Context: an optimization exercise on an open-source flow, tuned for small area, a short achievable clock period and few clock cycles per item. The choices shown serve that exercise and are no tape-out recipe.
The RTL was checked by simulation tests, not by an equivalence proof against the original design.

==> flow/design.v <==
module pss_iter_unit #(
	parameter int K     = 4,
	parameter int REM_W = 30,
	parameter int RES_W = 28,
	parameter int DEN_W = 26
) (
	input  logic               op_div,
	input  logic [REM_W-1:0]   rem_i,
	input  logic [RES_W-1:0]   res_i,
	input  logic [2*K-1:0]     bits_i,	 
	input  logic [DEN_W-1:0]   den_i,
	output logic [REM_W-1:0]   rem_o,
	output logic [RES_W-1:0]   res_o
);
	always_comb begin
		logic [REM_W-1:0] rem, rem_sh, sub_b;
		logic [RES_W-1:0] res;
		logic [REM_W:0]   diff;
		logic             ge;
		rem = rem_i;
		res = res_i;
		for (int i = 0; i < K; i++) begin
			if (!op_div) begin
				rem_sh = {rem[REM_W-3:0], bits_i[2*K-1-2*i -: 2]};
				sub_b  = REM_W'({res, 2'b01});
			end else begin
				rem_sh = {rem[REM_W-2:0], bits_i[2*K-1-i]};
				sub_b  = REM_W'(den_i);
			end
			diff = {1'b0, rem_sh} - {1'b0, sub_b};
			ge   = ~diff[REM_W];
			rem  = ge ? diff[REM_W-1:0] : rem_sh;
			res  = {res[RES_W-2:0], ge};
		end
		rem_o = rem;
		res_o = res;
	end
endmodule
module pss_div_lane #(
	parameter int K     = 2,
	parameter int N     = 16,	 
	parameter int REM_W = 28,
	parameter int DEN_W = 26
) (
	input  logic               clk,
	input  logic               load,
	input  logic               run,
	input  logic [REM_W+N-1:0] num0,
	input  logic [DEN_W-1:0]   den,
	output logic [N-1:0]       quo
);
	logic [REM_W-1:0] rem_q, rem_o;
	logic [N-1:0]     w_q, res_o;
	pss_iter_unit #(.K(K), .REM_W(REM_W), .RES_W(N), .DEN_W(DEN_W)) u_step (
		.op_div (1'b1),
		.rem_i  (rem_q),
		.res_i  (w_q),
		.bits_i ({w_q[N-1 -: K], {K{1'b0}}}),
		.den_i  (den),
		.rem_o  (rem_o),
		.res_o  (res_o)
	);
	assign quo = w_q;
	always_ff @(posedge clk) begin
		if (load) begin
			{rem_q, w_q} <= num0;
		end else if (run) begin
			rem_q <= rem_o;
			w_q   <= res_o;
		end
	end
endmodule
module phong_sphere_pixel_shader #(
	parameter int COORD_BITS    = 11,
	parameter int SHININESS_MAX = 255
) (
	input  logic                         clk,
	input  logic                         arst_n,
	input  logic                         pixel_in_valid,
	output logic                         pixel_in_ready,
	input  logic signed [COORD_BITS-1:0] pixel_in_pixel_x,
	input  logic signed [COORD_BITS-1:0] pixel_in_pixel_y,
	input  logic signed [15:0]           pixel_in_light_pos_x,
	input  logic signed [15:0]           pixel_in_light_pos_y,
	input  logic signed [15:0]           pixel_in_light_pos_z,
	input  logic [15:0]                  pixel_in_light_red,
	input  logic [15:0]                  pixel_in_light_green,
	input  logic [15:0]                  pixel_in_light_blue,
	input  logic                         pixel_in_light_is_directional,
	input  logic                         pixel_in_last_light,
	output logic                         shade_out_valid,
	input  logic                         shade_out_ready,
	output logic [15:0]                  shade_out_red,
	output logic [15:0]                  shade_out_green,
	output logic [15:0]                  shade_out_blue,
	output logic                         shade_out_outside_sphere,
	input  logic                         cfg_valid,
	output logic                         cfg_ready,
	input  logic [2:0]                   cfg_index,
	input  logic [47:0]                  cfg_data
);
	localparam int K      = 2;				 
	localparam int N_DIV  = K * ((16 + K - 1) / K);	 
	localparam int N_SQZ  = K * ((22 + K - 1) / K);	 
	localparam int N_SQL  = K * ((26 + K - 1) / K);	 
	localparam int AW     = (2 * N_SQL > 56) ? 2 * N_SQL : 56;
	localparam int SW     = 52;			 
	localparam int REM_W  = 30;
	localparam int RES_W  = 28;
	localparam int DEN_W  = 26;
	localparam int LREM_W = 28;			 
	localparam int SUM_W  = 24;
	localparam logic [15:0] ONE_Q15 = 16'h8000;
	typedef logic [3:0] fstate_t;
	localparam fstate_t F_IDLE  = 4'd0;
	localparam fstate_t F_P0    = 4'd1;
	localparam fstate_t F_P1    = 4'd2;
	localparam fstate_t F_P2    = 4'd3;
	localparam fstate_t F_P2W   = 4'd4;
	localparam fstate_t F_P3    = 4'd5;
	localparam fstate_t F_V     = 4'd6;
	localparam fstate_t F_SQ    = 4'd7;
	localparam fstate_t F_SQW0  = 4'd8;
	localparam fstate_t F_SQW   = 4'd9;
	localparam fstate_t F_HOLD  = 4'd10;
	localparam fstate_t F_NULL  = 4'd11;
	typedef logic [1:0] astate_t;
	localparam astate_t A_IDLE = 2'd0;
	localparam astate_t A_SQL  = 2'd1;
	localparam astate_t A_WAIT = 2'd2;
	typedef logic [2:0] nstate_t;
	localparam nstate_t N_IDLE  = 3'd0;
	localparam nstate_t N_LDIV  = 3'd1;
	localparam nstate_t N_DOT   = 3'd2;
	localparam nstate_t N_DOTW0 = 3'd3;
	localparam nstate_t N_DOTW  = 3'd4;
	localparam nstate_t N_RZM   = 3'd5;
	localparam nstate_t N_NULL  = 3'd6;
	typedef logic [1:0] pstate_t;
	localparam pstate_t P_IDLE = 2'd0;
	localparam pstate_t P_PW   = 2'd1;
	localparam pstate_t P_NULL = 2'd2;
	typedef logic [1:0] bstate_t;
	localparam bstate_t B_IDLE = 2'd0;
	localparam bstate_t B_D    = 2'd1;	 
	localparam bstate_t B_S    = 2'd2;	 
	localparam bstate_t B_FIN  = 2'd3;
	typedef logic [3:0] cons_t;
	localparam cons_t C_NONE   = 4'd0;
	localparam cons_t C_SSET   = 4'd1;
	localparam cons_t C_SSUB   = 4'd2;
	localparam cons_t C_SADD0  = 4'd3;
	localparam cons_t C_SADD18 = 4'd4;
	localparam cons_t C_V      = 4'd6;
	localparam cons_t C_DSET   = 4'd8;
	localparam cons_t C_DADD   = 4'd9;
	localparam cons_t C_RZ     = 4'd10;
	typedef logic [2:0] cons2_t;
	localparam cons2_t C2_NONE = 3'd0;
	localparam cons2_t C2_PROD = 3'd1;
	localparam cons2_t C2_TSET = 3'd2;
	localparam cons2_t C2_TADD = 3'd3;
	localparam cons2_t C2_POW  = 3'd4;
	localparam cons2_t C2_AMB  = 3'd5;
	function automatic logic signed [35:0] rnd15(input logic signed [35:0] v);
		logic [35:0] mag, q;
		mag = v[35] ? 36'(-v) : 36'(v);
		q   = (mag + 36'd16384) >> 15;
		rnd15 = v[35] ? -$signed(q) : $signed(q);
	endfunction
	logic [9:0]  radius_q;
	logic [47:0] ka_q, kd_q, ks_q;
	logic [7:0]  shin_q;
	fstate_t            fstate_q;
	logic signed [COORD_BITS-1:0] x_q, y_q;
	logic signed [15:0] pos_q [3];
	logic [15:0]        rgb_q [3];
	logic               dir_q, last_q, bank_q;
	logic [25:0]        vmag_q [3];
	logic               vsgn_q [3];
	logic signed [SW-1:0] sacc_q;
	logic [19:0]        hsq_q;		 
	logic [1:0]         fch_q, fsub_q;
	logic               vval_q [3];	 
	logic               v2d_q;		 
	logic               cvalid_q, cout_q;
	logic               nvalid_q, ndiv_req_q;
	logic               zval_q;
	localparam int ZW     = 2 * N_SQZ;		 
	localparam int ZREM_W = N_SQZ + 3;
	logic [ZW-1:0]      zacc_q;
	logic [ZREM_W-1:0]  zrem_q;
	logic [N_SQZ-1:0]   zres_q;
	logic [4:0]         zcnt_q;
	logic signed [16:0] n_q [3];
	logic               nsx_q, nsy_q;	 
	astate_t            astate_q;
	logic [15:0]        rgba_q [3];
	logic               lasta_q, nulla_q, outa_q, banka_q;
	logic [25:0]        vma_q [3];
	logic               vsa_q [3];
	logic signed [16:0] na_q [3];
	logic [1:0]         amb_cnt_q;
	nstate_t            nstate_q;
	logic [15:0]        rgbn_q [3];
	logic               lastn_q, outn_q, bankn_q;
	logic               vsn_q [3];
	logic signed [16:0] nn_q [3];
	logic signed [16:0] l_q [3];
	logic [1:0]         nch_q;
	logic signed [35:0] dacc_q;	 
	pstate_t            pstate_q;
	logic [15:0]        rgbp_q [3];
	logic               lastp_q, outp_q, bankp_q;
	logic signed [17:0] dot_q;
	logic [15:0]        base_q, power_q;
	bstate_t            bstate_q;
	logic [15:0]        rgbb_q [3];
	logic               lastb_q, outb_q, bankb_q;
	logic [16:0]        dotb_q;
	logic [15:0]        powb_q, prodh_q;
	logic [33:0]        tacc_q;
	logic [7:0]         e_q;
	logic               pw_one_q;	 
	logic [1:0]         bch_q;
	logic [1:0]         t_q;
	logic signed [17:0] ma_q, mb_q;
	cons_t              cons1_q, cons_q;
	logic [1:0]         cons1_ch_q, cons_ch_q;
	logic signed [35:0] mp_q;
	logic [32:0]        mp2_q;
	cons2_t             cons2_q;
	logic [1:0]         cons2_ch_q;
	logic signed [AW-1:0] acc_q;
	logic               iu_busy_q, iu_done_q;
	logic [4:0]         iu_cnt_q;
	logic [REM_W-1:0]   rem_q;
	logic [RES_W-1:0]   res_q;
	logic [DEN_W-1:0]   den_q;
	logic [3:0]         ln_cnt_q;
	logic               ln_done_q, ln_own_a_q;
	logic [SUM_W-1:0]   sum_q [2][3];
	logic               bankf_q, out_bank_q;
	logic               out_valid_q, out_outside_q;
	assign cfg_ready      = 1'b1;
	assign pixel_in_ready = (fstate_q == F_IDLE);
	assign shade_out_valid          = out_valid_q;
	assign shade_out_outside_sphere = out_outside_q;
	logic [SUM_W-1:0]   osum [3];
	for (genvar c = 0; c < 3; c++) begin : g_osum
		assign osum[c] = out_bank_q ? sum_q[1][c] : sum_q[0][c];
	end
	assign shade_out_red   = out_outside_q ? 16'd0 : (|osum[0][23:16] ? 16'hFFFF : osum[0][15:0]);
	assign shade_out_green = out_outside_q ? 16'd0 : (|osum[1][23:16] ? 16'hFFFF : osum[1][15:0]);
	assign shade_out_blue  = out_outside_q ? 16'd0 : (|osum[2][23:16] ? 16'hFFFF : osum[2][15:0]);
	logic [REM_W-1:0] iu_rem_o;
	logic [RES_W-1:0] iu_res_o;
	logic             iu_last;
	pss_iter_unit #(.K(K), .REM_W(REM_W), .RES_W(RES_W), .DEN_W(DEN_W)) u_iter (
		.op_div (1'b0),
		.rem_i  (rem_q),
		.res_i  (res_q),
		.bits_i (acc_q[AW-1 -: 2*K]),
		.den_i  (DEN_W'(0)),
		.rem_o  (iu_rem_o),
		.res_o  (iu_res_o)
	);
	assign iu_last = iu_busy_q && (iu_cnt_q == 5'd1);
	logic [ZREM_W-1:0] z_rem_o;
	logic [N_SQZ-1:0]  z_res_o;
	logic              z_done;
	pss_iter_unit #(.K(K), .REM_W(ZREM_W), .RES_W(N_SQZ), .DEN_W(DEN_W)) u_zroot (
		.op_div (1'b0),
		.rem_i  (zrem_q),
		.res_i  (zres_q),
		.bits_i (zacc_q[ZW-1 -: 2*K]),
		.den_i  (DEN_W'(0)),
		.rem_o  (z_rem_o),
		.res_o  (z_res_o)
	);
	assign z_done = (zcnt_q == 5'd1);
	logic               ln_load, ln_a;
	logic [41:0]        ln_num0 [3];
	logic [DEN_W-1:0]   ln_den0;
	logic [N_DIV-1:0]   ln_quo [3];
	logic signed [16:0] ln_val [3];
	for (genvar c = 0; c < 3; c++) begin : g_lane
		pss_div_lane #(.K(K), .N(N_DIV), .REM_W(LREM_W), .DEN_W(DEN_W)) u_lane (
			.clk    (clk),
			.load   (ln_load),
			.run    (ln_cnt_q != 4'd0),
			.num0   ((LREM_W+N_DIV)'(ln_num0[c])),
			.den    (den_q),
			.quo    (ln_quo[c])
		);
		assign ln_val[c] = $signed({1'b0, ln_quo[c][15:0]});
	end
	logic signed [SW-1:0] sacc_nx;
	logic                 sacc_we;
	logic signed [35:0]   dacc_nx;
	logic signed [26:0]   v_full;
	logic [25:0]          v_abs;
	logic signed [26:0]   pt_c;
	logic signed [35:0]   rz_rnd;
	logic signed [21:0]   rz_full;
	logic [15:0]          rz_clamp;
	logic [50:0]          tsum;
	logic [16:0]          tadd;
	logic [30:0]          mq2;
	logic                 sum_we;
	logic [1:0]           sum_ch;
	logic                 sum_bank;
	logic [16:0]          sum_term;
	logic [SUM_W:0]       sum_add;
	always_comb begin
		unique case (cons_ch_q)
			2'd0:    pt_c = 27'(x_q) <<< 12;
			2'd1:    pt_c = 27'(y_q) <<< 12;
			default: pt_c = 27'($signed({1'b0, zres_q}));
		endcase
		v_full = dir_q ? -mp_q[26:0] : mp_q[26:0] - pt_c;
		v_abs  = v_full[26] ? 26'(-v_full) : 26'(v_full);
		rz_rnd   = rnd15(mp_q <<< 1);
		rz_full  = 22'(rz_rnd) - 22'(l_q[2]);
		rz_clamp = (rz_full < 0) ? 16'd0 : (rz_full > 22'sd32768) ? ONE_Q15 : rz_full[15:0];
		sacc_we = 1'b1;
		unique case (cons_q)
			C_SSET:   sacc_nx = SW'(mp_q);
			C_SSUB:   sacc_nx = sacc_q - SW'(mp_q);
			C_SADD0:  sacc_nx = sacc_q + SW'(mp_q);
			C_SADD18: sacc_nx = sacc_q + (SW'(mp_q) <<< 18);
			default:  begin sacc_nx = sacc_q; sacc_we = 1'b0; end
		endcase
		dacc_nx = (cons_q == C_DSET) ? mp_q : (cons_q == C_DADD) ? dacc_q + mp_q : dacc_q;
		tsum = 51'(tacc_q) + (51'(mp2_q) << 16);
		tadd = tsum[49:33];
		mq2  = 31'(mp2_q) + 31'd16384;
		sum_we   = 1'b0;
		sum_ch   = cons2_ch_q;
		sum_bank = banka_q;
		sum_term = 17'(mp2_q[31:18]);
		if (cons2_q == C2_AMB) begin
			sum_we = 1'b1;
		end else if (cons2_q == C2_TADD) begin
			sum_we   = 1'b1;
			sum_ch   = cons2_ch_q;
			sum_bank = bankb_q;
			sum_term = tadd;
		end
		sum_add = {1'b0, sum_q[sum_bank][sum_ch]} + (SUM_W+1)'(sum_term);
	end
	logic               hit;
	logic [10:0]        x_mag, y_mag;
	logic               nq_q, nq_bank_q;
	logic               handoff, f_null, a_xfer, a_free, n_free, p_free, b_free;
	logic               a_done, amb_ok, p_start, p_null, p_hand, b_start, b_null;
	logic               base_busy, pow_busy;
	logic [DEN_W-1:0]   len_a;
	assign hit   = cvalid_q && (pixel_in_pixel_x == x_q) && (pixel_in_pixel_y == y_q);
	assign x_mag = x_q[COORD_BITS-1] ? 11'(-x_q) : 11'(x_q);
	assign y_mag = y_q[COORD_BITS-1] ? 11'(-y_q) : 11'(y_q);
	assign a_done  = (astate_q == A_WAIT) || ((astate_q == A_SQL) && !iu_busy_q);
	assign b_free  = (bstate_q == B_IDLE);
	assign base_busy = (cons_q == C_RZ) || (cons1_q == C_RZ);
	assign pow_busy  = (cons2_q == C2_POW);
	assign p_hand  = b_free && (((pstate_q == P_PW) && (e_q == 8'd0) && !pow_busy) || (pstate_q == P_NULL));
	assign p_free  = (pstate_q == P_IDLE) || p_hand;
	assign b_start = p_hand && (pstate_q == P_PW);
	assign b_null  = p_hand && (pstate_q == P_NULL);
	assign n_free  = (nstate_q == N_IDLE) || (nstate_q == N_RZM);
	assign len_a   = DEN_W'(res_q);
	assign a_xfer  = a_done && n_free && ((amb_cnt_q == 2'd3) || nulla_q) &&
		(nulla_q || len_a == '0 || (ln_cnt_q == 4'd0));
	assign a_free  = (astate_q == A_IDLE);
	assign f_null  = nq_q && a_free;
	assign handoff = (((fstate_q == F_SQW) || (fstate_q == F_HOLD)) && nvalid_q && !nq_q && a_free) || f_null;
	assign amb_ok  = !(out_valid_q && out_bank_q == banka_q) &&
		!(nstate_q != N_IDLE && lastn_q && bankn_q == banka_q) &&
		!(pstate_q != P_IDLE && lastp_q && bankp_q == banka_q) &&
		!(bstate_q != B_IDLE && lastb_q && bankb_q == banka_q);
	fstate_t            fstate_d;
	astate_t            astate_d;
	nstate_t            nstate_d;
	logic               f_req, n_iss, amb_iss, f_gnt;
	logic signed [17:0] f_ma, f_mb, n_ma, n_mb;
	cons_t              f_cons, n_cons;
	logic               iu_load;
	logic [AW-1:0]      iu_acc0;
	logic [4:0]         iu_ncyc;
	logic signed [SW-1:0] s_nx;
	logic               amb_en;
	assign s_nx = sacc_nx;
	always_comb begin
		fstate_d    = fstate_q;
		astate_d    = astate_q;
		nstate_d    = nstate_q;
		f_req       = 1'b0;
		f_ma        = '0;
		f_mb        = '0;
		f_cons      = C_NONE;
		n_iss       = 1'b0;
		n_ma        = '0;
		n_mb        = '0;
		n_cons      = C_NONE;
		iu_load     = 1'b0;
		iu_acc0     = '0;
		iu_ncyc     = 5'(N_SQL / K);
		ln_load     = 1'b0;
		ln_a        = 1'b0;
		ln_den0     = DEN_W'(radius_q);
		ln_num0[0]  = (42'(x_mag) << 15) + 42'(radius_q[9:1]);
		ln_num0[1]  = (42'(y_mag) << 15) + 42'(radius_q[9:1]);
		ln_num0[2]  = (42'(zres_q) << 3) + 42'(radius_q[9:1]);
		amb_en      = 1'b0;
		p_start     = 1'b0;
		p_null      = 1'b0;
		unique case (fstate_q)
			F_IDLE: begin
				if (pixel_in_valid) begin
					if (!hit) fstate_d = F_P0;
					else if (!cout_q) fstate_d = F_V;
					else if (pixel_in_last_light) fstate_d = F_NULL;
				end
			end
			F_P0: begin
				f_req = 1'b1; f_cons = C_SSET;
				f_ma = 18'(radius_q); f_mb = 18'(radius_q);
				if (f_gnt) fstate_d = F_P1;
			end
			F_P1: begin
				f_req = 1'b1; f_cons = C_SSUB;
				f_ma = 18'(x_q); f_mb = 18'(x_q);
				if (f_gnt) fstate_d = F_P2;
			end
			F_P2: begin
				f_req = 1'b1; f_cons = C_SSUB;
				f_ma = 18'(y_q); f_mb = 18'(y_q);
				if (f_gnt) fstate_d = F_P2W;
			end
			F_P2W: fstate_d = F_P3;
			F_P3: begin
				if ((radius_q == '0) || (s_nx < 0)) fstate_d = last_q ? F_NULL : F_IDLE;
				else fstate_d = F_V;
			end
			F_V: begin
				f_ma = 18'(radius_q); f_mb = 18'(pos_q[fch_q]); f_cons = C_V;
				if (fch_q != 2'd2 || zval_q) begin
					f_req = 1'b1;
					if (f_gnt && fch_q == 2'd2) fstate_d = F_SQ;
				end else begin
					fstate_d = F_SQ;
				end
			end
			F_SQ: begin
				unique case (fsub_q)
					2'd0: begin
						f_ma = 18'(vmag_q[fch_q][16:0]); f_mb = 18'(vmag_q[fch_q][16:0]);
						f_cons = (fch_q == 2'd0) ? C_SSET : C_SADD0;
					end
					default: begin
						f_ma = 18'(vmag_q[fch_q][25:17]); f_mb = 18'(vmag_q[fch_q][16:0]);
						f_cons = C_SADD18;
					end
				endcase
				if (fch_q == 2'd2 && !v2d_q) begin
					f_ma = 18'(radius_q); f_mb = 18'(pos_q[2]); f_cons = C_V;
					f_req = zval_q;
				end else begin
					f_req = vval_q[fch_q];
					if (f_gnt && fch_q == 2'd2 && fsub_q == 2'd1) fstate_d = F_SQW0;
				end
			end
			F_SQW0: fstate_d = F_SQW;
			F_NULL: begin
				if (!nq_q) fstate_d = F_IDLE;
			end
			F_SQW, F_HOLD: begin
				if (handoff && !f_null) fstate_d = F_IDLE;
				else if (fstate_q == F_SQW) fstate_d = F_HOLD;
			end
			default: fstate_d = F_IDLE;
		endcase
		unique case (nstate_q)
			N_LDIV: begin
				if (ln_done_q && ln_own_a_q) nstate_d = N_DOT;
			end
			N_DOT: begin
				n_iss = 1'b1;
				n_cons = (nch_q == 2'd0) ? C_DSET : C_DADD;
				n_ma = 18'(nn_q[nch_q]); n_mb = 18'(l_q[nch_q]);
				if (nch_q == 2'd2) nstate_d = N_DOTW0;
			end
			N_DOTW0: nstate_d = N_DOTW;
			N_DOTW: begin
				if (p_free) nstate_d = N_RZM;
			end
			N_RZM: begin
				n_iss = 1'b1; n_cons = C_RZ;
				n_ma = dot_q; n_mb = 18'(nn_q[2]);
				p_start  = 1'b1;
				nstate_d = N_IDLE;
			end
			N_NULL: begin
				if (p_free) begin
					p_null   = 1'b1;
					nstate_d = N_IDLE;
				end
			end
			default: ;
		endcase
		unique case (astate_q)
			A_SQL: begin
				amb_en = !nulla_q;
				if (!iu_busy_q && !a_xfer) astate_d = A_WAIT;
			end
			A_WAIT: begin
				amb_en = !nulla_q;
			end
			default: ;
		endcase
		if (a_xfer) begin
			astate_d = A_IDLE;
			if (nulla_q || len_a == '0) begin
				nstate_d = N_NULL;
			end else begin
				ln_load  = 1'b1;
				ln_a     = 1'b1;
				nstate_d = N_LDIV;
			end
		end
		if (handoff) begin
			astate_d = f_null ? A_WAIT : A_SQL;
			if (!f_null) begin
				iu_load = 1'b1;
				iu_ncyc = 5'(N_SQL / K);
				iu_acc0 = AW'(((fstate_q == F_SQW) ? sacc_nx : sacc_q) + (SW'(hsq_q) << 34)) << (AW - 2 * N_SQL);
			end
		end
		if (ln_a) begin
			ln_den0 = len_a;
			for (int c = 0; c < 3; c++)
				ln_num0[c] = (42'(vma_q[c]) << 15) + 42'(len_a[DEN_W-1:1]);
		end else if (ndiv_req_q && ln_cnt_q == 4'd0 && !ln_done_q) begin
			ln_load = 1'b1;
		end
	end
	logic               b_iss;
	logic [15:0]        b_ma;
	logic [16:0]        b_mb;
	cons2_t             b_cons;
	logic               pow_want, pow_iss, t_adv;
	logic [31:0]        bsq;
	logic [15:0]        bsq_rnd;
	logic               pw_step, b_tmid;
	always_comb begin
		bsq = '0;
		for (int i = 0; i < 16; i++) begin
			bsq = bsq + (32'(base_q[i]) << (2 * i));
			for (int j = i + 1; j < 16; j++) bsq = bsq + (32'(base_q[i] & base_q[j]) << (i + j + 1));
		end
		bsq_rnd = 16'((bsq + 32'd16384) >> 15);
	end
	assign pow_want = (pstate_q == P_PW) && (e_q != 8'd0) && e_q[0] && !pw_one_q && !base_busy && !pow_busy;
	assign b_tmid   = ((bstate_q == B_D) || (bstate_q == B_S)) && (t_q != 2'd0);
	assign pow_iss  = pow_want && !b_tmid;
	assign amb_iss  = amb_en && (amb_cnt_q != 2'd3) && amb_ok && !b_tmid && !pow_iss;
	always_comb begin
		b_iss  = 1'b0;
		b_ma   = kd_q[16*bch_q +: 16];
		b_mb   = 17'(rgbb_q[bch_q]);
		b_cons = C2_NONE;
		if (pow_iss) begin
			b_iss = 1'b1; b_cons = C2_POW;
			b_ma = power_q; b_mb = 17'(base_q);
		end else if (amb_iss) begin
			b_iss = 1'b1; b_cons = C2_AMB;
			b_ma = ka_q[16*amb_cnt_q +: 16]; b_mb = 17'(rgba_q[amb_cnt_q]);
		end else if (bstate_q == B_D) begin
			b_iss = 1'b1;
			unique case (t_q)
				2'd0: begin
					b_cons = C2_PROD;
					b_ma = kd_q[16*bch_q +: 16]; b_mb = 17'(rgbb_q[bch_q]);
				end
				2'd1: begin
					b_cons = C2_TSET;
					b_ma = mp2_q[15:0]; b_mb = dotb_q;
				end
				default: begin
					b_cons = C2_TADD;
					b_ma = prodh_q; b_mb = dotb_q;
				end
			endcase
		end else if (bstate_q == B_S) begin
			b_iss = 1'b1;
			unique case (t_q)
				2'd0: begin
					b_cons = C2_PROD;
					b_ma = ks_q[16*bch_q +: 16]; b_mb = 17'(rgbb_q[bch_q]);
				end
				2'd1: begin
					b_cons = C2_TSET;
					b_ma = mp2_q[15:0]; b_mb = 17'(powb_q);
				end
				default: begin
					b_cons = C2_TADD;
					b_ma = prodh_q; b_mb = 17'(powb_q);
				end
			endcase
		end
	end
	assign pw_step = (pstate_q == P_PW) && (e_q != 8'd0) && !base_busy &&
		(!e_q[0] || pw_one_q || pow_iss);
	assign t_adv   = b_iss && !pow_iss && !amb_iss;
	logic signed [17:0] ma, mb;
	cons_t              iss_cons;
	logic [1:0]         iss_ch;
	always_comb begin
		f_gnt    = 1'b0;
		ma       = n_ma;
		mb       = n_mb;
		iss_cons = C_NONE;
		iss_ch   = fch_q;
		if (n_iss) begin
			iss_cons = n_cons;
		end else if (f_req) begin
			f_gnt    = 1'b1;
			iss_cons = f_cons;
			ma = f_ma; mb = f_mb;
		end
	end
	always_ff @(posedge clk or negedge arst_n) begin
		if (!arst_n) begin
			radius_q <= 10'd100;
			ka_q     <= '0;
			kd_q     <= '0;
			ks_q     <= '0;
			shin_q   <= 8'd1;
		end else if (cfg_valid) begin
			unique case (cfg_index)
				3'd0:    radius_q <= cfg_data[9:0];
				3'd1:    ka_q     <= cfg_data;
				3'd2:    kd_q     <= cfg_data;
				3'd3:    ks_q     <= cfg_data;
				3'd4:    shin_q   <= cfg_data[7:0];
				default: ;
			endcase
		end
	end
	always_ff @(posedge clk or negedge arst_n) begin
		if (!arst_n) begin
			fstate_q    <= F_IDLE;
			astate_q    <= A_IDLE;
			nstate_q    <= N_IDLE;
			pstate_q    <= P_IDLE;
			bstate_q    <= B_IDLE;
			fch_q       <= '0;
			fsub_q      <= '0;
			nch_q       <= '0;
			bch_q       <= '0;
			t_q         <= '0;
			cons1_q     <= C_NONE;
			cons1_ch_q  <= '0;
			cons_q      <= C_NONE;
			cons_ch_q   <= '0;
			cons2_q     <= C2_NONE;
			cons2_ch_q  <= '0;
			iu_busy_q   <= 1'b0;
			iu_done_q   <= 1'b0;
			iu_cnt_q    <= '0;
			ln_cnt_q    <= '0;
			ln_done_q   <= 1'b0;
			ln_own_a_q  <= 1'b0;
			nvalid_q    <= 1'b0;
			ndiv_req_q  <= 1'b0;
			zval_q      <= 1'b0;
			zcnt_q      <= '0;
			v2d_q       <= 1'b0;
			for (int c = 0; c < 3; c++) vval_q[c] <= 1'b0;
			cvalid_q    <= 1'b0;
			nq_q        <= 1'b0;
			nq_bank_q   <= 1'b0;
			amb_cnt_q   <= '0;
			out_valid_q <= 1'b0;
			out_outside_q <= 1'b0;
			for (int c = 0; c < 3; c++) begin sum_q[0][c] <= '0; sum_q[1][c] <= '0; end
			bankf_q     <= 1'b0;
			out_bank_q  <= 1'b0;
		end else begin
			fstate_q   <= fstate_d;
			astate_q   <= astate_d;
			nstate_q   <= nstate_d;
			cons1_q    <= iss_cons;
			cons1_ch_q <= iss_ch;
			cons_q     <= cons1_q;
			cons_ch_q  <= cons1_ch_q;
			cons2_q    <= b_iss ? b_cons : C2_NONE;
			cons2_ch_q <= amb_iss ? amb_cnt_q : bch_q;
			iu_done_q <= iu_last;
			if (iu_load) begin
				iu_busy_q <= 1'b1;
				iu_cnt_q  <= iu_ncyc;
			end else if (iu_busy_q) begin
				iu_cnt_q <= iu_cnt_q - 5'd1;
				if (iu_cnt_q == 5'd1) iu_busy_q <= 1'b0;
			end
			ln_done_q <= (ln_cnt_q == 4'd1);
			if (ln_load) begin
				ln_cnt_q   <= 4'(N_DIV / K);
				ln_own_a_q <= ln_a;
			end else if (ln_cnt_q != 4'd0) begin
				ln_cnt_q <= ln_cnt_q - 4'd1;
			end
			if (fstate_q == F_P3) nvalid_q <= 1'b0;
			if (z_done) ndiv_req_q <= 1'b1;
			if (ln_load && !ln_a) ndiv_req_q <= 1'b0;
			if (ln_done_q && !ln_own_a_q) nvalid_q <= 1'b1;
			if (pixel_in_ready && pixel_in_valid && pixel_in_last_light) bankf_q <= !bankf_q;
			if (f_null) nq_q <= 1'b0;
			if (fstate_q == F_NULL && !nq_q) begin
				nq_q      <= 1'b1;
				nq_bank_q <= bank_q;
			end
			if (cfg_valid) cvalid_q <= 1'b0;
			if (fstate_q == F_P3) cvalid_q <= 1'b1;
			if (amb_iss) amb_cnt_q <= amb_cnt_q + 2'd1;
			if (handoff) amb_cnt_q <= '0;
			if (fstate_q == F_V && (f_gnt || (fch_q == 2'd2 && !zval_q)))
				fch_q <= (fch_q == 2'd2) ? 2'd0 : fch_q + 2'd1;
			if (fstate_q == F_V && f_gnt && fch_q == 2'd2) v2d_q <= 1'b1;
			if (fstate_q == F_SQ && f_gnt && f_cons == C_V) v2d_q <= 1'b1;
			if (fstate_q == F_IDLE) v2d_q <= 1'b0;
			for (int c = 0; c < 3; c++) if (f_gnt && f_cons == C_V && fch_q == 2'(c)) vval_q[c] <= 1'b0;
			for (int c = 0; c < 3; c++) if (cons_q == C_V && cons_ch_q == 2'(c)) vval_q[c] <= 1'b1;
			if (fstate_q == F_P3) zval_q <= 1'b0;
			if (fstate_q == F_P3 && !((radius_q == '0) || (s_nx < 0))) zcnt_q <= 5'(N_SQZ / K);
			else if (zcnt_q != 5'd0) zcnt_q <= zcnt_q - 5'd1;
			if (z_done) zval_q <= 1'b1;
			if (f_gnt && (fstate_q == F_SQ) && f_cons != C_V) begin
				if (fsub_q == 2'd1) begin
					fsub_q <= '0;
					fch_q  <= (fch_q == 2'd2) ? 2'd0 : fch_q + 2'd1;
				end else begin
					fsub_q <= fsub_q + 2'd1;
				end
			end
			if (nstate_q == N_DOT) nch_q <= (nch_q == 2'd2) ? 2'd0 : nch_q + 2'd1;
			if (p_hand) pstate_q <= P_IDLE;
			if (p_start) pstate_q <= P_PW;
			if (p_null) pstate_q <= P_NULL;
			unique case (bstate_q)
				B_IDLE: begin
					bch_q <= '0;
					t_q   <= '0;
					if (b_start) bstate_q <= (dot_q > 0) ? B_D : B_S;
					else if (b_null && lastp_q) bstate_q <= B_FIN;
				end
				B_D, B_S: begin
					if (t_adv) begin
						if (t_q == 2'd2) begin
							t_q   <= '0;
							bch_q <= (bch_q == 2'd2) ? 2'd0 : bch_q + 2'd1;
							if (bch_q == 2'd2) begin
								if (bstate_q == B_D) bstate_q <= B_S;
								else bstate_q <= lastb_q ? B_FIN : B_IDLE;
							end
						end else begin
							t_q <= t_q + 2'd1;
						end
					end
				end
				default: begin
					if (!out_valid_q) bstate_q <= B_IDLE;
				end
			endcase
			if (sum_we) begin
				sum_q[sum_bank][sum_ch] <= sum_add[SUM_W] ? {SUM_W{1'b1}} : sum_add[SUM_W-1:0];
			end
			if (bstate_q == B_FIN && !out_valid_q) begin
				out_valid_q   <= 1'b1;
				out_outside_q <= outb_q;
				out_bank_q    <= bankb_q;
			end else if (out_valid_q && shade_out_ready) begin
				out_valid_q <= 1'b0;
				for (int c = 0; c < 3; c++) sum_q[out_bank_q][c] <= '0;
			end
		end
	end
	always_ff @(posedge clk) begin
		ma_q  <= ma;
		mb_q  <= mb;
		mp_q  <= ma_q * mb_q;
		mp2_q <= b_ma * b_mb;
		if (pixel_in_ready && pixel_in_valid) begin
			x_q      <= pixel_in_pixel_x;
			y_q      <= pixel_in_pixel_y;
			pos_q[0] <= pixel_in_light_pos_x;
			pos_q[1] <= pixel_in_light_pos_y;
			pos_q[2] <= pixel_in_light_pos_z;
			rgb_q[0] <= pixel_in_light_red;
			rgb_q[1] <= pixel_in_light_green;
			rgb_q[2] <= pixel_in_light_blue;
			dir_q    <= pixel_in_light_is_directional;
			last_q   <= pixel_in_last_light;
			bank_q   <= bankf_q;
		end
		if (fstate_q == F_P3) begin
			cout_q <= (radius_q == '0) || (s_nx < 0);
			nsx_q  <= x_q[COORD_BITS-1];
			nsy_q  <= y_q[COORD_BITS-1];
		end
		if (sacc_we) sacc_q <= sacc_nx;
		for (int c = 0; c < 3; c++) begin
			if (cons_q == C_V && cons_ch_q == 2'(c)) begin
				vsgn_q[c] <= v_full[26];
				vmag_q[c] <= v_abs;
			end
		end
		if (cons_q == C_V) hsq_q <= ((cons_ch_q == 2'd0) ? 20'd0 : hsq_q) + 20'(v_abs[25:17] * v_abs[25:17]);
		if (fstate_q == F_P3) begin
			zacc_q <= ZW'({s_nx[19:0], 24'd0});
			zrem_q <= '0;
			zres_q <= '0;
		end else if (zcnt_q != 5'd0) begin
			zacc_q <= zacc_q << (2 * K);
			zrem_q <= z_rem_o;
			zres_q <= z_res_o;
		end
		if (ln_done_q && !ln_own_a_q) begin
			n_q[0] <= nsx_q ? -ln_val[0] : ln_val[0];
			n_q[1] <= nsy_q ? -ln_val[1] : ln_val[1];
			n_q[2] <= ln_val[2];
		end
		if (handoff) begin
			for (int c = 0; c < 3; c++) begin
				rgba_q[c] <= rgb_q[c];
				vsa_q[c]  <= vsgn_q[c];
				vma_q[c]  <= vmag_q[c];
				na_q[c]   <= n_q[c];
			end
			lasta_q <= last_q || f_null;
			banka_q <= f_null ? nq_bank_q : bank_q;
			nulla_q <= f_null;
			outa_q  <= f_null;
		end
		if (a_xfer) begin
			for (int c = 0; c < 3; c++) begin
				rgbn_q[c] <= rgba_q[c];
				vsn_q[c]  <= vsa_q[c];
				nn_q[c]   <= na_q[c];
			end
			lastn_q <= lasta_q;
			bankn_q <= banka_q;
			outn_q  <= outa_q;
		end
		if (nstate_q == N_LDIV && ln_done_q) begin
			for (int c = 0; c < 3; c++) l_q[c] <= vsn_q[c] ? -ln_val[c] : ln_val[c];
		end
		if (cons_q == C_DSET || cons_q == C_DADD) dacc_q <= dacc_nx;
		if (iu_load) begin
			acc_q <= $signed(iu_acc0);
		end else if (iu_busy_q) begin
			acc_q <= acc_q <<< (2 * K);
		end
		if (iu_load) begin
			rem_q <= '0;
			res_q <= '0;
		end else if (iu_busy_q) begin
			rem_q <= iu_rem_o;
			res_q <= iu_res_o;
		end
		if (ln_load) den_q <= ln_den0;
		if (nstate_q == N_DOTW && p_free) dot_q <= 18'(rnd15(dacc_nx));
		if (p_start || p_null) begin
			for (int c = 0; c < 3; c++) rgbp_q[c] <= rgbn_q[c];
			lastp_q  <= lastn_q;
			bankp_q  <= bankn_q;
			outp_q   <= p_null && outn_q;
			power_q  <= ONE_Q15;
			pw_one_q <= 1'b1;
			e_q      <= (32'(shin_q) > SHININESS_MAX) ? 8'(SHININESS_MAX) : shin_q;
		end
		if (p_hand) begin
			for (int c = 0; c < 3; c++) rgbb_q[c] <= rgbp_q[c];
			lastb_q <= lastp_q;
			bankb_q <= bankp_q;
			outb_q  <= outp_q;
			dotb_q  <= dot_q[16:0];
			powb_q  <= power_q;
		end
		if (cons_q == C_RZ) base_q <= rz_clamp;
		if (pw_step) begin
			base_q <= bsq_rnd;
			e_q    <= e_q >> 1;
			if (e_q[0] && pw_one_q) begin
				power_q  <= base_q;
				pw_one_q <= 1'b0;
			end
		end
		if (cons2_q == C2_POW) power_q <= mq2[30:15];
		if (cons2_q == C2_PROD) prodh_q <= mp2_q[31:16];
		if (cons2_q == C2_TSET) tacc_q <= 34'(mp2_q);
	end
endmodule
==> flow/run.sh <==
#!/bin/bash
# synth_recipe.tcl (not shown) runs the flow's synth.tcl, then flattens the netlist and writes it again
# the make line also repeats each setting of config.mk as NAME=value (left out here)
make -C /OpenROAD-flow-scripts/flow DESIGN_CONFIG=/design/flow/config.mk WORK_HOME=/design/flow/orfs CLKGATE_MAP_FILE= SYNTH_SCRIPT=/design/flow/synth_recipe.tcl finish
==> flow/config.mk <==
export PLATFORM = sky130hd
export DESIGN_NAME = phong_sphere_pixel_shader
export DESIGN_NICKNAME = phong_sphere_pixel_shader
export VERILOG_FILES = /design/flow/design.v
export SDC_FILE = /design/flow/constraint.sdc
export NUM_CORES = 4
export LEC_CHECK = 0
export CAP_MARGIN = 20
export CORE_MARGIN = 2
export CORE_UTILIZATION = 40
export SETUP_SLACK_MARGIN = 5
export SLEW_MARGIN = 20
==> flow/constraint.sdc <==
create_clock -name core_clock -period 15.0 [get_ports {clk}]
set_input_delay 3.0000 -clock core_clock [delete_from_list [all_inputs] [get_ports {clk}]]
set_output_delay 3.0000 -clock core_clock [all_outputs]
set_load 0.01 [all_outputs]
==> run notes <==
-- cell type report --
class / count / area (um^2)
fillers: 30794 / 177000
clock inverters: 118 / 1400
inverters: 1099 / 4150
multi-input cells: 9919 / 75500
diodes: 38 / 95.1
well taps: 4305 / 5390
clock buffers: 253 / 5480
flip-flops and latches: 1737 / 48000
repair buffers: 475 / 4180
-- Yosys cell counts, types with 93 or more instances --
cell / number
sky130_fd_sc_hd__a211oi_1: 259
sky130_fd_sc_hd__a21o_1: 218
sky130_fd_sc_hd__a21oi_1: 904
sky130_fd_sc_hd__a22oi_1: 128
sky130_fd_sc_hd__a31oi_1: 93
sky130_fd_sc_hd__and2_1: 232
sky130_fd_sc_hd__and3_1: 107
sky130_fd_sc_hd__clkbuf_1: 582
sky130_fd_sc_hd__dfrtp_1: 375
sky130_fd_sc_hd__dfxtp_1: 227
sky130_fd_sc_hd__edfxtp_1: 1131
sky130_fd_sc_hd__fa_1: 680
sky130_fd_sc_hd__ha_1: 861
sky130_fd_sc_hd__inv_1: 1094
sky130_fd_sc_hd__mux2_2: 213
sky130_fd_sc_hd__mux2i_1: 224
sky130_fd_sc_hd__nand2_1: 1446
sky130_fd_sc_hd__nand2b_1: 154
sky130_fd_sc_hd__nand3_1: 185
sky130_fd_sc_hd__nor2_1: 1018
sky130_fd_sc_hd__nor2b_1: 156
sky130_fd_sc_hd__nor3_1: 203
sky130_fd_sc_hd__o21a_1: 112
sky130_fd_sc_hd__o21ai_0: 736
sky130_fd_sc_hd__o22ai_1: 99
sky130_fd_sc_hd__xnor2_1: 586
sky130_fd_sc_hd__xor2_1: 282
-- logic make-up after synthesis --
family / Yosys count / share of synthesized area (%)
other: 1 / 0.00290
and+or+nand+nor: 3870 / 13.8
buffers and inverters: 1747 / 5.09
DFF: 1737 / 37.1
adders and majority gates: 1542 / 18.9
AOI/OAI and AO/OA: 3195 / 15.6
muxes: 437 / 3.59
xor gates and xnor gates: 872 / 5.95
-- critical path, delay by kind of cell, from the launching register on --
kind                       cells  cell delay (ns)
buffers and inverters          6             1.16
adders and majority gates      7             3.00
and+or+nand+nor                9             2.00
xor gates and xnor gates       1             0.15
DFF                            1             0.38
AOI/OAI and AO/OA             11             2.74
-- flip-flops by register name, summed over array words and instances, names as in the netlist, 50 cells and up --
| signal | flops |
|---|---|
| acc_q | 52 |
| g_lane.u_lane.rem_q | 81 |
| l_q | 51 |
| n_q | 50 |
| na_q | 50 |
| nn_q | 50 |
| sacc_q | 52 |
| sum_q | 144 |
| vma_q | 78 |
| vmag_q | 78 |
-- metal layers --
| layer | GRT usage, % | vias to the layer above | wire [um] |
|---|---|---|---|
| li1 | - | 47112 | - |
| met1 | 34.3 | 50519 | 183000 |
| met2 | 39.5 | 3687 | 190000 |
| met3 | 4.26 | 806 | 31800 |
| met4 | 11.9 | 8 | 21500 |
| met5 | 0 | - | 52 |
-- path summary, 6_finish.rpt --
kind,end
worst max-delay path,mp2_q[31]
worst min-delay path,cons_ch_q[1]
worst max register to register,mp2_q[31]
worst min register to register,cons_ch_q[1]
max in group asynchronous,sum_q[3][18]
min in group asynchronous,kd_q[1]
-- layout by cell type (no fill, tap or decap), types with 44 or more instances in the layout --
cell type / n
sky130_fd_sc_hd__mux2_2: 213
sky130_fd_sc_hd__o21bai_1: 80
sky130_fd_sc_hd__buf_4: 239
sky130_fd_sc_hd__xnor2_1: 581
sky130_fd_sc_hd__nand4_1: 51
sky130_fd_sc_hd__mux2i_1: 223
sky130_fd_sc_hd__ha_1: 854
sky130_fd_sc_hd__and3_1: 104
sky130_fd_sc_hd__edfxtp_1: 1131
sky130_fd_sc_hd__a21o_1: 218
sky130_fd_sc_hd__inv_1: 1084
sky130_fd_sc_hd__o21a_1: 112
sky130_fd_sc_hd__nand2b_1: 153
sky130_fd_sc_hd__clkdlybuf4s50_1: 225
sky130_fd_sc_hd__o31ai_1: 69
sky130_fd_sc_hd__nor2_1: 1007
sky130_fd_sc_hd__nand3_1: 182
sky130_fd_sc_hd__clkbuf_16: 208
sky130_fd_sc_hd__a21oi_1: 886
sky130_fd_sc_hd__or2_2: 44
sky130_fd_sc_hd__a22oi_1: 128
sky130_fd_sc_hd__or3_1: 90
sky130_fd_sc_hd__o22ai_1: 99
sky130_fd_sc_hd__o21ai_0: 729
sky130_fd_sc_hd__dfxtp_1: 226
sky130_fd_sc_hd__nand2_1: 1435
sky130_fd_sc_hd__a31oi_1: 90
sky130_fd_sc_hd__fa_1: 679
sky130_fd_sc_hd__dfrtp_1: 367
sky130_fd_sc_hd__nor4_1: 53
sky130_fd_sc_hd__xor2_1: 280
sky130_fd_sc_hd__nor2b_1: 154
sky130_fd_sc_hd__a211oi_1: 257
sky130_fd_sc_hd__nor3_1: 193
sky130_fd_sc_hd__and2_1: 232
sky130_fd_sc_hd__o211ai_1: 76
-- per-stage QoR --
| stage | hold WS, ns | util, % | worst slack, ns | std cells |
|---|---|---|---|---|
| 4_1_cts | 0.355 | 44.6 | 4.93 | 17869 |
| 6_report | 0.356 | 44.9 | 5.38 | 17944 |
| 3_5_place_dp | 0.338 | 42.5 | 4.12 | 17496 |
| 2_1_floorplan | 0.331 | - | 5.70 | 13401 |
| 5_1_grt | 0.377 | 44.8 | 4.95 | 17927 |
| 3_3_place_gp | 0.353 | 42.5 | 4.26 | 17495 |
-- timing repair --
action | CTS | global route
gates resized for setup | 19 | 80
endpoints found under the setup margin | 37 | 98
gates cloned | 0 | 2
pin swaps | 2 | 17
setup buffers | 2 | 33
hold buffers | 0 | 0
==> results_dict.tcl <==
set metrics [dict create \
    placement_rows 208 \
    r2r.worst_path.cells 34 \
    worstSetupStartpointType "register" \
    global_route.overflow_total 0 \
    synthesis.area_per_instance_um2 9.65 \
    postRouteAntennaNets 0 \
    gp_congestion 0.964 \
    tritoncts "done" \
    crit_path_max_incr_delay_ns 0.55 \
    asyncSetResetFlopFracSynth_pct 21.8 \
    die_area_mm2 0.328 \
    layout-drive-gt1-share_pct 7.35 \
    cts_buffers 202 \
    max_clock_freq_ghz 0.104 \
    finalSetupViolations 0 \
    worstSetupStartpoint "cons_q[0]" \
    cts.sink_count 1737 \
    rrSetupSlack_ns 5.38 \
    fin_area_mm2 0.144 \
    max_slew_margin_pct 18.9 \
    die_h_um 573 \
    critical_path_peak_fanout 51 \
    cts-htree-levels 4 \
    status "complete, no violations" \
    synth_top_area_cell "sky130_fd_sc_hd__edfxtp_1" \
    detailed_place.area_mm2 0.136 \
    tightest_slew_ns 1.21 \
    share_of_the_cycle_needed_by_the_critical_path_after_routing_pct 64.1 \
    grt_first_pass_wirelength_mm 635 \
    post_drt_via_cell_ratio 5.69 \
    drc_errors 0 \
    synth-seq-area-share_pct 37.1 \
    setup_tns_ns 0 \
    dominantRegCellSynth "sky130_fd_sc_hd__edfxtp_1" \
    timing.max_cap.violations 0 \
    detail_route.wirelength_mm 427 \
    min-delay-path-class "reg -> reg" \
    hpwl_after_detailed_placement_mm 319 \
    first_pass_iters 6 \
    synth.top_cell.area_share_pct 26.3 \
    post-route-min-period_ns 9.62 \
    synthToLayoutAreaGrowth_pct 11.4 \
    core_mm2 0.321 \
    rsz0062_at_grt "yes" \
    worst_hold_stages 0 \
    mappedNetlistArea_mm2 0.129 \
    critical_path_arrival_ns 10.36 \
    globalRouteTotalUtil_pct 25.3 \
    clk_slew_on_worst_s_h_paths_ns 0.07 \
    detailroute.via_count 102132 \
    design.portCount 228 \
    path_class "reg -> reg" \
    dieWidth_um 573 \
    holdCritStartpoint "cons1_ch_q[1]" \
    ys_seq_elements 1737 \
    synth-edff-count 1131 \
    grt_start_max_net_pins 92 \
    timing.clock.skew_ns 0.0649 \
    crit_required_ns 15.73 \
    cts_max_path_buffers 4 \
    avgRoutedWirePerCell_um 23.8 \
    grt_pass1_vias 98557 \
    synthCells 13401 \
    critPathSlowestCell "sky130_fd_sc_hd__nor4bb_1" \
    port-buffer-count 226 \
    floorplan.initialDensity_pct 40.3 \
    detail_route.iter0.violations 10189 \
    final-hold-violation-count 0 \
    crit_top_cell "sky130_fd_sc_hd__fa_1" \
    yosysWarningCount 46 \
    r2r_start "cons_q[0]" \
    cts.root.buffer_cell "sky130_fd_sc_hd__clkbuf_16" \
    clk_latency_ns 0.91 \
    grt_antenna_before_repair 21 \
    final_nets 15151 \
    slew_viol_final 0 \
    distinct_cells_synth 105 \
    synthesis.nets 15118 \
    endpoint_kind "register" \
    ys_top_cells_by_area "sky130_fd_sc_hd__edfxtp_1 (26%), sky130_fd_sc_hd__fa_1 (11%), sky130_fd_sc_hd__ha_1 (8.3%)" \
]
Testbench counts, summed over its fixed seeds: cycles 32,352, items 2,010.

[port drivers added, routing unchanged]
The flow's constraints put no driver on any port. The routed layout listed below was extracted and timed again, unchanged, in two steps. Step 1: set_driving_cell puts a clkbuf_16 on clk and a buf_2 on each other input, an assumption about the parent block. Step 2 times the ports against the registers' clock, not the clock port: input delays grow and output delays shrink by t, the midpoint of the rising clock arrivals with the driver on. a / b / c = no drivers / after step 1 / after step 2; a / b = the first two.
t (ns): 0.981
setup WS [ns]: 5.378 / 5.378 / 5.378
worst data-port slew with drivers (ns): 0.17
After both steps setup and hold are still met in this run. The setup slack of this run moves by 0.000 ns with the drivers and by 0.000 ns with both steps.
